From an optimization exercise on the open Yosys and OpenROAD flow, aimed at small area, a short achievable clock period and few clock cycles; shortcuts taken in it are not production practice.
RTL that was checked went through simulation tests only; none was proved equivalent to the original.

## bezier_middle_control_solver
module bezier_middle_control_solver (
   input  logic                  clock,
   input  logic                  reset,
   input  logic                  req_tvalid,
   output logic                  req_tready,
   input  logic [REQ_DATA_W-1:0] req_tdata,
   output logic                  rsp_tvalid,
   input  logic                  rsp_tready,
   output logic [RSP_DATA_W-1:0] rsp_tdata
);
==> module bmcs_dstep2, before the edit <==
module bmcs_dstep2 (
   input  logic [33:0] r,
   input  logic        b1,
   input  logic        b2,
   input  logic [33:0] d,
   input  logic [33:0] d3,
   output logic [33:0] r2,
   output logic [1:0]  q
);
   wire         sg = r[33];
   wire [33:0]  c  = {r[31:0], b1, b2};
   wire [30:0]  dd = d[33:3] ^ {31{!sg}};
   wire [33:0]  r1 = {r[32:2] + dd + 31'(!sg), r[1:0], b1};
   wire [33:0]  c3 = {c[33:3] + (d3[33:3] ^ {31{!sg}}) + 31'(!sg), c[2:0]};
   wire [33:0]  c1 = {c[33:3] + dd + 31'(!sg), c[2:0]};
   assign r2 = (r1[33] == sg) ? c3 : c1;
   assign q  = {!r1[33], !r2[33]};
endmodule
Settings: LEC_CHECK=0, CAP_MARGIN=40, CORE_MARGIN=2, CORE_UTILIZATION=60, CTS_BUF_LIST=sky130_fd_sc_hd__clkbuf_8, SLEW_MARGIN=40, SETUP_SLACK_MARGIN=9.5; clock period 15.0 ns.
standard.sh (not shown) runs the stock make flow with config.mk's settings and CLKGATE_MAP_FILE= SYNTH_SCRIPT=/design/flow/synth_recipe.tcl, a recipe that flattens the netlist after the stock synthesis.
==> flow/flow/run.sh <==
#!/bin/bash
# Standard layout with a tighter setup target for timing repair.
set -e
echo "export SETUP_SLACK_MARGIN = 9.5" >> config.mk
bash standard.sh > standard.log 2>&1
Testbench counts at the start, summed over its fixed seeds: cycles 5,648.
Edit:
--- a/flow/design.v
+++ b/flow/design.v
@@ -1435,8 +1435,8 @@
    wire         sg = r[33];
    wire [33:0]  c  = {r[31:0], b1, b2};
-   wire [30:0]  dd = d[33:3] ^ {31{!sg}};
-   wire [33:0]  r1 = {r[32:2] + dd + 31'(!sg), r[1:0], b1};
-   wire [33:0]  c3 = {c[33:3] + (d3[33:3] ^ {31{!sg}}) + 31'(!sg), c[2:0]};
-   wire [33:0]  c1 = {c[33:3] + dd + 31'(!sg), c[2:0]};
+   wire [33:0]  dd = d ^ {34{!sg}};
+   wire [33:0]  r1 = {r[32:0], b1} + dd + 34'(!sg);
+   wire [33:0]  c3 = c + (d3 ^ {34{!sg}}) + 34'(!sg);
+   wire [33:0]  c1 = c + dd + 34'(!sg);
    assign r2 = (r1[33] == sg) ? c3 : c1;
    assign q  = {!r1[33], !r2[33]};
Effect: Wire length rises by 1.2%. Area after synthesis is about the same. Clock skew falls by 6.3 ps. Final cell count barely changes. Sequential share of layout area falls by 0.19 points. Final area rises by 0.78%. Sequential cell count stays the same. Non-clock buffer count rises by 78. Setup slack degrades by 240 ps. Via count rises by 0.63%. Count of clock-buffer cells in the layout rises by 2. Worst hold slack improves by 18 ps.
Function not checked in the second run of this note: the RTL went through the layout flow alone.

---

Another version of the RTL of bezier_middle_control_solver (not shown whole).
Size in the first run: roughly 20,000 cells after synthesis, ~2,000 flip-flops, roughly 290 I/O pins.
==> module bmcs_bisect, before the edit <==
module bmcs_bisect (
   input  logic                    clock,
   input  logic                    reset,
   input  logic                    s_full,
   output logic                    s_take,
   input  logic [64:0]             i_uu,
   input  logic signed [65:0]      i_g,
   input  logic signed [ACC_W-1:0] i_c1,
   input  logic signed [68:0]      i_c2,
   input  logic [32:0]             i_dpx,
   input  logic [32:0]             i_dpy,
   input  logic [32:0]             i_spx,
   input  logic [32:0]             i_spy,
   input  logic [36:0]             i_nqx,
   input  logic [36:0]             i_nqy,
   input  logic                    i_z0,
   input  logic                    v_idle,
   output logic                    h_valid,
   output logic [64:0]             h_nx,
   output logic [64:0]             h_ny,
   output logic [31:0]             h_d,
   output logic [T_W-1:0]          h_t,
   output logic                    h_exact,
   output logic                    h_zt
);
   logic         busy, waiting, exact, zt, z0, zcr, enr, mx, px;
   logic [3:0]   rnd;
   logic [15:2]  t0;
   logic [107:0] c0r;
   logic [111:0] c1r;
   logic [107:0] c2r;
   logic [100:0] c3r;
   logic [62:0]  nx0, ny0, nx1, ny1;
   logic [59:0]  sx2, sy2;
   logic [28:0]  d0;
   logic [29:0]  d1;
   wire [3:0] j      = 4'd14 - rnd;
   wire last         = (rnd == 4'd13);
   wire frozen       = exact || zt || waiting;
   wire sn           = !c0r[107];        
   wire hit          = !frozen && zcr;   
   wire hit0         = !frozen && !zcr && z0;   
   assign h_valid = busy && (last || waiting) && v_idle;
   assign s_take  = s_full && (!busy || h_valid);
   logic [113:0] C0, C1, C2, C3, X1, X2, X3, c0n, c1n, c2n;
   assign C0 = {c0r, 6'd0};
   assign C1 = {c1r, 2'd0};
   assign C2 = {{2{c2r[107]}}, c2r, 4'd0};
   assign C3 = {7'd0, c3r, 6'd0};
   assign X1 = {c1r ^ {112{sn}}, 2'd0};
   assign X2 = {{2{c2r[107] ^ sn}}, c2r ^ {108{sn}}, 4'd0};
   assign X3 = {{7{sn}}, c3r ^ {101{sn}}, 6'd0};
   logic [113:0] O1, O4, s1, y1, S0, Y0;
   assign O1 = C0 | (114'(sn) << 2) | 114'(sn);
   assign O4 = C3 ^ {114{sn}};
   assign s1 = O1 ^ X1 ^ C2;
   assign y1 = ((O1 & X1) | (O1 & C2) | (X1 & C2)) << 1;
   assign S0 = s1 ^ y1 ^ O4;
   assign Y0 = ((s1 & y1) | (s1 & O4) | (y1 & O4)) << 1;
   assign c0n = S0 + Y0;
   wire zcn = ((S0 ^ Y0) == ((S0 | Y0) << 1));
   logic [113:0] s3, y3, S3, Y3;
   assign s3  = C1 ^ (C3 << 1) ^ C3;
   assign y3  = ((C1 & (C3 << 1)) | (C1 & C3) | ((C3 << 1) & C3)) << 1;
   assign S3  = s3 ^ (y3 | (114'(sn) << 5)) ^ (X2 << 1);
   assign Y3  = ((s3 & (y3 | (114'(sn) << 5))) | (s3 & (X2 << 1)) | ((y3 | (114'(sn) << 5)) & (X2 << 1))) << 1;
   assign c1n = S3 + Y3;
   assign c2n = C2 + (X3 << 1) + X3 + (114'(sn) << 7) + (114'(sn) << 6);
   logic [64:0] NX0, NX1, NY0, NY1, SX2, SY2, nx0n, ny0n, nx1n, ny1n;
   assign NX0 = {nx0, 2'd0};
   assign NY0 = {ny0, 2'd0};
   assign NX1 = {nx1, 2'd0};
   assign NY1 = {ny1, 2'd0};
   assign SX2 = {{3{sx2[59]}}, sx2, 2'd0};
   assign SY2 = {{3{sy2[59]}}, sy2, 2'd0};
   assign nx0n = NX0 + ((NX1 & {65{px}}) | (~NX1 & {65{mx}})) + (~SX2 & {65{enr}})
               + {63'd0, mx, px};
   assign ny0n = NY0 + ((NY1 & {65{px}}) | (~NY1 & {65{mx}})) + (~SY2 & {65{enr}})
               + {63'd0, mx, px};
   assign nx1n = {NX1[64], NX1[64:1]} + ((SX2 & {65{mx}}) | (~SX2 & {65{px}})) + 65'(px);
   assign ny1n = {NY1[64], NY1[64:1]} + ((SY2 & {65{mx}}) | (~SY2 & {65{px}})) + 65'(px);
   logic [33:0] D0, D1, P2, d0n, d1n;
   assign D0  = {2'd0, d0, 3'd0};
   assign D1  = {d1[29], d1, 3'd0};
   assign P2  = 34'd2 << (2 * j);
   assign d0n = D0 + ((D1 & {34{px}}) | (~D1 & {34{mx}})) + ((~P2) & {34{enr}})
              + {32'd0, mx, px};
   assign d1n = {D1[33], D1[33:1]} + ((P2 & {34{mx}}) | (~P2 & {34{px}})) + 34'(px);
   logic [15:2] t0n;
   always_comb begin
      t0n = t0;
      if (px || hit) t0n[j + 1] = 1'b1;
   end
   wire exn = exact || hit;
   wire ztn = zt || hit0;
   wire enn = !(exn || ztn || waiting || last) && !zcn && !z0;
   assign h_nx    = nx0n;
   assign h_ny    = ny0n;
   assign h_d     = d0n[31:0];
   assign h_t     = ztn ? '0 : {1'b0, t0n, !exn, 1'b0};
   assign h_exact = exn || ztn;
   assign h_zt    = ztn;
   always_ff @(posedge clock) begin
      if (reset) begin
         busy <= 1'b0;
      end else if (s_take) begin
         busy <= 1'b1;
      end else if (h_valid) begin
         busy <= 1'b0;
      end
   end
   always_ff @(posedge clock) begin
      if (s_take) begin
         rnd     <= '0;
         waiting <= 1'b0;
         exact   <= 1'b0;
         zt      <= 1'b0;
         z0      <= i_z0;
         zcr     <= (i_g == '0);
         enr     <= (i_g != '0) && !i_z0;
         mx      <= (i_g != '0) && !i_z0 && !i_g[65];
         px      <= (i_g != '0) && !i_z0 && i_g[65];
         t0      <= '0;
         c0r     <= {{3{i_g[65]}}, i_g, 39'd0};
         c1r     <= {i_c1[ACC_W-1], i_c1, 40'd0};
         c2r     <= {i_c2[68], i_c2, 38'd0};
         c3r     <= {i_uu, 36'd0};
         nx0     <= {i_nqx, 26'd0};
         ny0     <= {i_nqy, 26'd0};
         nx1     <= {{2{i_dpx[32]}}, i_dpx, 28'd0};
         ny1     <= {{2{i_dpy[32]}}, i_dpy, 28'd0};
         sx2     <= {i_spx[32], i_spx, 26'd0};
         sy2     <= {i_spy[32], i_spy, 26'd0};
         d0      <= 29'h1000_0000;
         d1      <= '0;
      end else begin
         if (!waiting) rnd <= rnd + 4'd1;
         if (last) waiting <= 1'b1;
         exact <= exn;
         zt    <= ztn;
         t0    <= t0n;
         c0r   <= c0n[113:6];
         zcr   <= zcn;
         enr   <= enn;
         mx    <= enn && !c0n[113];
         px    <= enn && c0n[113];
         c1r   <= {c1n[113], c1n[113:3]};
         c2r   <= c2n[113:6];
         c3r   <= {3'd0, c3r[100:3]};
         nx0   <= nx0n[64:2];
         ny0   <= ny0n[64:2];
         nx1   <= nx1n[64:2];
         ny1   <= ny1n[64:2];
         sx2   <= {{2{sx2[59]}}, sx2[59:2]};
         sy2   <= {{2{sy2[59]}}, sy2[59:2]};
         d0    <= d0n[31:3];
         d1    <= d1n[32:3];
      end
   end
endmodule
Settings: LEC_CHECK=0, CAP_MARGIN=40, CORE_MARGIN=2, CORE_UTILIZATION=60, CTS_BUF_LIST=sky130_fd_sc_hd__clkbuf_8, SLEW_MARGIN=40, SETUP_SLACK_MARGIN=9.5; clock period 15.0 ns.
Scripts as last shown in full above: flow/flow/run.sh
Then changed:
--- a/flow/design.v
+++ b/flow/design.v
@@ -1297,48 +1297,48 @@
 );
    logic         busy, waiting, exact, zt, z0, zcr, enr, mx, px;
    logic [3:0]   rnd;
    logic [15:2]  t0;
-   logic [107:0] c0r;
-   logic [111:0] c1r;
-   logic [107:0] c2r;
+   logic [110:0] c0r;
+   logic [113:0] c1r;
+   logic [108:0] c2r;
    logic [100:0] c3r;
    logic [62:0]  nx0, ny0, nx1, ny1;
    logic [59:0]  sx2, sy2;
    logic [28:0]  d0;
    logic [29:0]  d1;
    wire [3:0] j      = 4'd14 - rnd;
    wire last         = (rnd == 4'd13);
    wire frozen       = exact || zt || waiting;
-   wire sn           = !c0r[107];        
+   wire sn           = !c0r[110];        
    wire hit          = !frozen && zcr;   
    wire hit0         = !frozen && !zcr && z0;   
    assign h_valid = busy && (last || waiting) && v_idle;
    assign s_take  = s_full && (!busy || h_valid);
-   logic [113:0] C0, C1, C2, C3, X1, X2, X3, c0n, c1n, c2n;
+   logic [116:0] C0, C1, C2, C3, X1, X2, X3, c0n, c1n, c2n;
    assign C0 = {c0r, 6'd0};
-   assign C1 = {c1r, 2'd0};
-   assign C2 = {{2{c2r[107]}}, c2r, 4'd0};
-   assign C3 = {7'd0, c3r, 6'd0};
-   assign X1 = {c1r ^ {112{sn}}, 2'd0};
-   assign X2 = {{2{c2r[107] ^ sn}}, c2r ^ {108{sn}}, 4'd0};
-   assign X3 = {{7{sn}}, c3r ^ {101{sn}}, 6'd0};
-   logic [113:0] O1, O4, s1, y1, S0, Y0;
-   assign O1 = C0 | (114'(sn) << 2) | 114'(sn);
-   assign O4 = C3 ^ {114{sn}};
+   assign C1 = {c1r[113], c1r, 2'd0};
+   assign C2 = {{4{c2r[108]}}, c2r, 4'd0};
+   assign C3 = {10'd0, c3r, 6'd0};
+   assign X1 = {c1r[113] ^ sn, c1r ^ {114{sn}}, 2'd0};
+   assign X2 = {{4{c2r[108] ^ sn}}, c2r ^ {109{sn}}, 4'd0};
+   assign X3 = {{10{sn}}, c3r ^ {101{sn}}, 6'd0};
+   logic [116:0] O1, O4, s1, y1, S0, Y0;
+   assign O1 = C0 | (117'(sn) << 2) | 117'(sn);
+   assign O4 = C3 ^ {117{sn}};
    assign s1 = O1 ^ X1 ^ C2;
    assign y1 = ((O1 & X1) | (O1 & C2) | (X1 & C2)) << 1;
    assign S0 = s1 ^ y1 ^ O4;
    assign Y0 = ((s1 & y1) | (s1 & O4) | (y1 & O4)) << 1;
    assign c0n = S0 + Y0;
    wire zcn = ((S0 ^ Y0) == ((S0 | Y0) << 1));
-   logic [113:0] s3, y3, S3, Y3;
+   logic [116:0] s3, y3, S3, Y3;
    assign s3  = C1 ^ (C3 << 1) ^ C3;
    assign y3  = ((C1 & (C3 << 1)) | (C1 & C3) | ((C3 << 1) & C3)) << 1;
-   assign S3  = s3 ^ (y3 | (114'(sn) << 5)) ^ (X2 << 1);
-   assign Y3  = ((s3 & (y3 | (114'(sn) << 5))) | (s3 & (X2 << 1)) | ((y3 | (114'(sn) << 5)) & (X2 << 1))) << 1;
+   assign S3  = s3 ^ (y3 | (117'(sn) << 5)) ^ (X2 << 1);
+   assign Y3  = ((s3 & (y3 | (117'(sn) << 5))) | (s3 & (X2 << 1)) | ((y3 | (117'(sn) << 5)) & (X2 << 1))) << 1;
    assign c1n = S3 + Y3;
-   assign c2n = C2 + (X3 << 1) + X3 + (114'(sn) << 7) + (114'(sn) << 6);
+   assign c2n = C2 + (X3 << 1) + X3 + (117'(sn) << 7) + (117'(sn) << 6);
    logic [64:0] NX0, NX1, NY0, NY1, SX2, SY2, nx0n, ny0n, nx1n, ny1n;
    assign NX0 = {nx0, 2'd0};
    assign NY0 = {ny0, 2'd0};
    assign NX1 = {nx1, 2'd0};
@@ -1392,11 +1392,11 @@
          enr     <= (i_g != '0) && !i_z0;
          mx      <= (i_g != '0) && !i_z0 && !i_g[65];
          px      <= (i_g != '0) && !i_z0 && i_g[65];
          t0      <= '0;
-         c0r     <= {{3{i_g[65]}}, i_g, 39'd0};
-         c1r     <= {i_c1[ACC_W-1], i_c1, 40'd0};
-         c2r     <= {i_c2[68], i_c2, 38'd0};
+         c0r     <= {{6{i_g[65]}}, i_g, 39'd0};
+         c1r     <= {{3{i_c1[ACC_W-1]}}, i_c1, 40'd0};
+         c2r     <= {{2{i_c2[68]}}, i_c2, 38'd0};
          c3r     <= {i_uu, 36'd0};
          nx0     <= {i_nqx, 26'd0};
          ny0     <= {i_nqy, 26'd0};
          nx1     <= {{2{i_dpx[32]}}, i_dpx, 28'd0};
@@ -1410,15 +1410,15 @@
          if (last) waiting <= 1'b1;
          exact <= exn;
          zt    <= ztn;
          t0    <= t0n;
-         c0r   <= c0n[113:6];
+         c0r   <= c0n[116:6];
          zcr   <= zcn;
          enr   <= enn;
-         mx    <= enn && !c0n[113];
-         px    <= enn && c0n[113];
-         c1r   <= {c1n[113], c1n[113:3]};
-         c2r   <= c2n[113:6];
+         mx    <= enn && !c0n[116];
+         px    <= enn && c0n[116];
+         c1r   <= c1n[116:3];
+         c2r   <= c2n[114:6];
          c3r   <= {3'd0, c3r[100:3]};
          nx0   <= nx0n[64:2];
          ny0   <= ny0n[64:2];
          nx1   <= nx1n[64:2];
What happened: The changed run ran to the end with no violations. Design area rises by 1.3%. Fmax rises by 2.3%. Worst setup slack is better by 130 ps. Die area is higher by 1.5%. Via count increases by 1.6%. Hold slack is about the same. Critical path depth shrinks by 11. Routed wire length rises by 1.5%.
Testbench counts after the change, summed over its fixed seeds: cycles 5,648.
For the first run of this note, only the layout was checked, not whether the RTL still works.

[afterwards: timing with drivers on the ports]
In the flow no input, the clock included, has a driving cell. The finished layouts below were timed again as built, in two steps. Step 1 assumes that a clkbuf_16 drives the clock port and a buf_2 every other input. Step 2 times the ports against the registers' clock, not the clock port: input delays grow and output delays shrink by t, the midpoint of the rising clock arrivals with the driver on. a / b / c = ideal / step 1 / step 2; a / b = the first two.
run	t, ns	setup slack, ns	worst setup path after step 2
the first run of note 1	1.214	9.425 / 9.425 / 9.425	register to register
the second run of note 1	1.197	9.184 / 9.184 / 9.184	register to register
the first run of note 2	1.216	9.219 / 9.219 / 9.219	register to register
the second run of note 2	1.215	9.347 / 9.347 / 9.015	input to register
After both steps setup and hold are still met in every run listed. For the second run of note 2, which loses most, drivers alone change the setup slack by 0.000 ns; drivers and shift together by -0.332 ns.
